Context: an optimization exercise on an open-source flow, tuned for small area. The choices shown serve that exercise and are no tape-out recipe.
In this exercise RTL edits were held to simulation tests only and were not proved equivalent to the original.
Power figures rest on the tool's default switching activity, not on a simulated workload.

// sdReader
module sdReader #(
    parameter int clkDiv    = 2,
    parameter int bitCycles = 2,
    parameter int dumpWords = 128
) (
    input  logic clk,
    input  logic rstN,
    output logic sdClk,
    output logic sdMosi,
    input  logic sdMiso,
    output logic sdCs,
    input  logic dump,
    output logic uartTx,
    output logic ready,
    output logic error
);
    sdPkg::seqState_t state;
    sdPkg::phase_t    phase;
    logic       div;         
    logic [7:0] cnt;         
    logic [31:0] rxs;        
    logic [7:0] rx;          
    logic [8:0] byteCnt;     
    logic [6:0] label;       
    logic [31:0] nextWord;   
    logic       nextOk;      
    logic       ins;         
    logic       cap, load, rxShift, dumpShift;
    logic [6:0] capWord, capSlot;
    logic       active;      
    logic       timer;
    logic [3:0] bitIdx;      
    logic [31:0] tapA, tapB;
    logic [7:0] cntDec;
    logic       frameBit;
    logic [7:0] rxBits;
    logic       wrByte;
    logic       txBit;
    assign ready  = (state == sdPkg::SEQ_READY);
    assign error  = (state == sdPkg::SEQ_ERROR);
    assign cntDec = cnt - 8'd1;
    always_comb begin
        case (state)
            sdPkg::SEQ_CMD8: rxBits = 8'd40;
            sdPkg::SEQ_WORD: rxBits = 8'd32;
            sdPkg::SEQ_CRC:  rxBits = 8'd16;
            default:         rxBits = 8'd8;
        endcase
    end
    always_comb begin
        case (state)
            sdPkg::SEQ_CMD8:   frameBit = sdPkg::CMD8_FRAME[cntDec[5:0]];
            sdPkg::SEQ_CMD55:  frameBit = sdPkg::CMD55_FRAME[cntDec[5:0]];
            sdPkg::SEQ_ACMD41: frameBit = sdPkg::ACMD41_FRAME[cntDec[5:0]];
            sdPkg::SEQ_CMD16:  frameBit = sdPkg::CMD16_FRAME[cntDec[5:0]];
            sdPkg::SEQ_CMD17:  frameBit = sdPkg::CMD17_FRAME[cntDec[5:0]];
            default:           frameBit = sdPkg::CMD0_FRAME[cntDec[5:0]];
        endcase
    end
    assign wrByte  = (phase == sdPkg::PH_RECV) && div && !sdClk &&
                     (state == sdPkg::SEQ_WORD) && (cnt[2:0] == 3'd1);
    always_ff @(posedge clk or negedge rstN) begin
        if (!rstN) begin
            state  <= sdPkg::SEQ_CMD0;
            phase  <= sdPkg::PH_POWERUP;
            div    <= 1'b0;
            cnt    <= 8'd159;
            sdClk  <= 1'b0;
  ...
==> flow/config.mk <==
export PLATFORM = sky130hd
export DESIGN_NAME = sdReader
export DESIGN_NICKNAME = sdReader
export VERILOG_FILES = /design/flow/design.v
export SDC_FILE = /design/flow/constraint.sdc
export NUM_CORES = 4
export LEC_CHECK = 0
export CAP_MARGIN = 20
export CORE_MARGIN = 2
export CORE_UTILIZATION = 60
export CTS_BUF_LIST = sky130_fd_sc_hd__clkbuf_8
export CTS_CLUSTER_DIAMETER = 50
export CTS_CLUSTER_SIZE = 22
export PLACE_DENSITY = 0.7
export SLEW_MARGIN = 20
==> flow/constraint.sdc <==
create_clock -name core_clock -period 10.0 [get_ports {clk}]
set_input_delay 2.0000 -clock core_clock [delete_from_list [all_inputs] [get_ports {clk}]]
set_output_delay 2.0000 -clock core_clock [all_outputs]
set_load 0.01 [all_outputs]
run.sh (not shown) runs the stock make flow with config.mk's settings and CLKGATE_MAP_FILE= SYNTH_SCRIPT=/design/flow/synth_recipe.tcl, a recipe that flattens the netlist after the stock synthesis.
Then changed:
==> flow/flow/run.sh (new file) <==
#!/bin/bash
# Standard layout, but clock tree synthesis without dummy loads.
set -euo pipefail
export CTS_ARGS="-sink_clustering_enable -repair_clock_nets -dont_use_dummy_load -buf_list sky130_fd_sc_hd__clkbuf_8 -sink_clustering_size 22 -sink_clustering_max_diameter 50"
bash standard.sh > flow.log 2>&1
==> flow/standard.sh (new file) <==
#!/bin/bash
# synth_recipe.tcl (not shown) runs the flow's synth.tcl, then flattens the netlist and writes it again
# the make line also repeats each setting of config.mk as NAME=value (left out here)
make -C /OpenROAD-flow-scripts/flow DESIGN_CONFIG=/design/flow/config.mk WORK_HOME=/design/flow/orfs CLKGATE_MAP_FILE= SYNTH_SCRIPT=/design/flow/synth_recipe.tcl "${@:-finish}"
--- a/flow/config.mk
+++ b/flow/config.mk
@@ -9,7 +9,7 @@
 export CORE_MARGIN = 2
-export CORE_UTILIZATION = 60
+export CORE_UTILIZATION = 50
 export CTS_BUF_LIST = sky130_fd_sc_hd__clkbuf_8
 export CTS_CLUSTER_DIAMETER = 50
-export CTS_CLUSTER_SIZE = 22
-export PLACE_DENSITY = 0.7
+export CTS_CLUSTER_SIZE = 20
+export PLACE_DENSITY = 0.6
 export SLEW_MARGIN = 20
removed: flow/run.sh
Clock-buffer cell count falls by 4.
Power falls by 2.1%.
Synthesized area is unchanged.
Then changed:
==> flow/flow/run.sh (replaced) <==
#!/bin/bash
# Standard layout, but clock tree synthesis without dummy loads.
set -euo pipefail
export CTS_ARGS="-sink_clustering_enable -repair_clock_nets -dont_use_dummy_load -buf_list sky130_fd_sc_hd__clkbuf_8 -sink_clustering_size 20 -sink_clustering_max_diameter 50"
bash standard.sh > flow.log 2>&1
Effect:
- wire length barely changes
- final area hardly moves
- area after synthesis stays the same
- die area is unchanged
- setup slack is worse by 27 ps
- hold slack is better by 14 ps
- power rises by 0.55%
- clock-buffer cell count rises by 14

========
run A:
sdReader, a different RTL version from the one above (not shown whole).
For scale: roughly 4700 cells after synthesis, ~4200 flip-flops, ~10 I/O pins, ~88000 um2 of cells after synthesis.
==> flow/config.mk <==
export PLATFORM = sky130hd
export DESIGN_NAME = sdReader
export DESIGN_NICKNAME = sdReader
export VERILOG_FILES = /design/flow/design.v
export SDC_FILE = /design/flow/constraint.sdc
export NUM_CORES = 4
export LEC_CHECK = 0
export CAP_MARGIN = 20
export CORE_MARGIN = 2
export CORE_UTILIZATION = 50
export CTS_BUF_LIST = sky130_fd_sc_hd__clkbuf_8
export CTS_CLUSTER_DIAMETER = 50
export CTS_CLUSTER_SIZE = 20
export PLACE_DENSITY = 0.6
export SLEW_MARGIN = 20
==> flow/constraint.sdc <==
create_clock -name core_clock -period 10.0 [get_ports {clk}]
set_input_delay 2.0000 -clock core_clock [delete_from_list [all_inputs] [get_ports {clk}]]
set_output_delay 2.0000 -clock core_clock [all_outputs]
set_load 0.01 [all_outputs]
standard.sh (not shown) runs the stock make flow with config.mk's settings and CLKGATE_MAP_FILE= SYNTH_SCRIPT=/design/flow/synth_recipe.tcl, a recipe that flattens the netlist after the stock synthesis.
==> flow/flow/run.sh <==
#!/bin/bash
# Standard layout, but clock tree synthesis without dummy loads.
set -euo pipefail
export CTS_ARGS="-sink_clustering_enable -repair_clock_nets -dont_use_dummy_load -buf_list sky130_fd_sc_hd__clkbuf_8 -sink_clustering_size 20 -sink_clustering_max_diameter 60"
bash standard.sh > flow.log 2>&1
Relative to run A, the following input files were edited for run B:
==> flow/flow/run.sh <==
#!/bin/bash
# Standard layout, but clock tree synthesis without dummy loads.
set -euo pipefail
export CTS_ARGS="-sink_clustering_enable -repair_clock_nets -dont_use_dummy_load -buf_list sky130_fd_sc_hd__clkbuf_8 -sink_clustering_size 20 -sink_clustering_max_diameter 50"
bash standard.sh > flow.log 2>&1
Findings:
- Run A consumes less power than run B.
- Run B gives more critical path data required time than run A did.
- From run A to run B the numbers moved as follows: fraction of area in registers fell by 0.56 points; proportion of cell area spent on the clock network rose by 0.60 points; post-synthesis xor/xnor area fraction stayed essentially flat; number of fillers in the final layout fell by 61; combinational gate power stayed essentially flat.
- In terms of core area, run A and run B differ only marginally.
- Run B reports a higher post-route standard cell area excluding fillers than run A does.

========
## JK
Starting RTL as in the previous note.
// sdReader
module sdReader #(
    parameter int clkDiv    = 2,
    parameter int bitCycles = 2,
    parameter int dumpWords = 128
) (
    input  logic clk,
    input  logic rstN,
    output logic sdClk,
    output logic sdMosi,
    input  logic sdMiso,
    output logic sdCs,
    input  logic dump,
    output logic uartTx,
    output logic ready,
    output logic error
);
clock: 10.0 ns
lec_check: 0
cap_margin: 20
core_margin: 2
core_utilization: 55
cts_buf_list: sky130_fd_sc_hd__clkbuf_8
cts_cluster_diameter: 50
cts_cluster_size: 20
place_density: 0.65
slew_margin: 20
==> flow/flow/run.sh <==
#!/bin/bash
# Standard layout, but clock tree synthesis without dummy loads.
set -euo pipefail
export CTS_ARGS="-sink_clustering_enable -repair_clock_nets -dont_use_dummy_load -buf_list sky130_fd_sc_hd__clkbuf_8 -sink_clustering_size 20 -sink_clustering_max_diameter 50"
bash standard.sh > flow.log 2>&1
JK finished every stage and its layout cleared the timing, DRC and antenna checks.
#### Input delta (MS over JK)
Settings: PLACE_DENSITY now 0.6, was 0.65; CORE_UTILIZATION now 50, was 55.
==> flow/flow/run.sh <==
#!/bin/bash
# Standard layout, but clock tree synthesis without dummy loads.
set -euo pipefail
export CTS_ARGS="-sink_clustering_enable -repair_clock_nets -dont_use_dummy_load -buf_list sky130_fd_sc_hd__clkbuf_8 -sink_clustering_size 20 -sink_clustering_max_diameter 70"
bash standard.sh > flow.log 2>&1
[summary]
From JK to MS the numbers moved as follows: largest incremental delay on the critical path went up 700 ps; total power went down about 0.46%.
Final area essentially unchanged between MS and JK.
Areal power density over the cells in MS vs JK: down 0.65%
Changes in AL relative to MS:
Settings: CORE_UTILIZATION now 55, was 50; PLACE_DENSITY now 0.65, was 0.6.
==> flow/flow/run.sh <==
#!/bin/bash
# Standard layout, but clock tree synthesis without dummy loads.
set -euo pipefail
export CTS_ARGS="-sink_clustering_enable -repair_clock_nets -dont_use_dummy_load -buf_list sky130_fd_sc_hd__clkbuf_8 -sink_clustering_size 20 -sink_clustering_max_diameter 60"
bash standard.sh > flow.log 2>&1
## What came out
Delta (AL minus MS): final instance area fell 0.31%; number of antenna violations at the first check in global routing rose 3; relative max-transition margin rose 15 points; relative contribution of combinational cells to total power rose 0.2 points; shortest period the worst path allows fell 100 ps.
Across both runs, worst setup margin was higher for AL than for MS.
On fraction of area in multi-input gates, MS and AL are neck and neck.
Changes observed in AL relative to MS: data required time of the critical path now sits at about the same level, overall via count from detail_route neither gained nor lost much.

## separate check: timing with driven ports
Ports are ideal in the flow. The routed layouts listed here were re-timed in OpenROAD.
Step 1, drivers: a clkbuf_16 drives clk and a buf_2 each remaining input, both assumed.
Step 2 moves the port delays by t, midway between the first and last clock arrival at a register: inputs arrive t later, outputs are due t later. That takes back most of the time a late clock gives input paths.
Slacks: no drivers / after step 1 / after step 2; pairs: no drivers / after step 1.
run	t, ns	setup slack, ns	worst setup path after step 2	slew at the worst register clock pin (ns)	worst slew at a driven data input, ns
the first run of note 1	1.000	5.038 / 4.969 / 5.576	register to register	0.13 / 0.13	0.06
the second run of note 1	0.987	5.042 / 4.969 / 5.244	register to register	0.12 / 0.12	0.13
the third run of note 1	0.994	5.015 / 4.941 / 5.262	register to register	0.11 / 0.11	0.11
run A	0.981	4.729 / 4.729 / 4.729	register to register	0.11 / 0.11	0.08
run B	1.020	4.816 / 4.802 / 4.816	register to register	0.12 / 0.12	0.08
JK	0.963	4.853 / 4.853 / 4.853	register to register	0.11 / 0.11	0.06
MS	0.993	4.703 / 4.703 / 4.703	register to register	0.12 / 0.12	0.08
AL	0.981	4.806 / 4.806 / 4.806	register to register	0.11 / 0.11	0.06
After both steps every run listed still meets setup and hold.
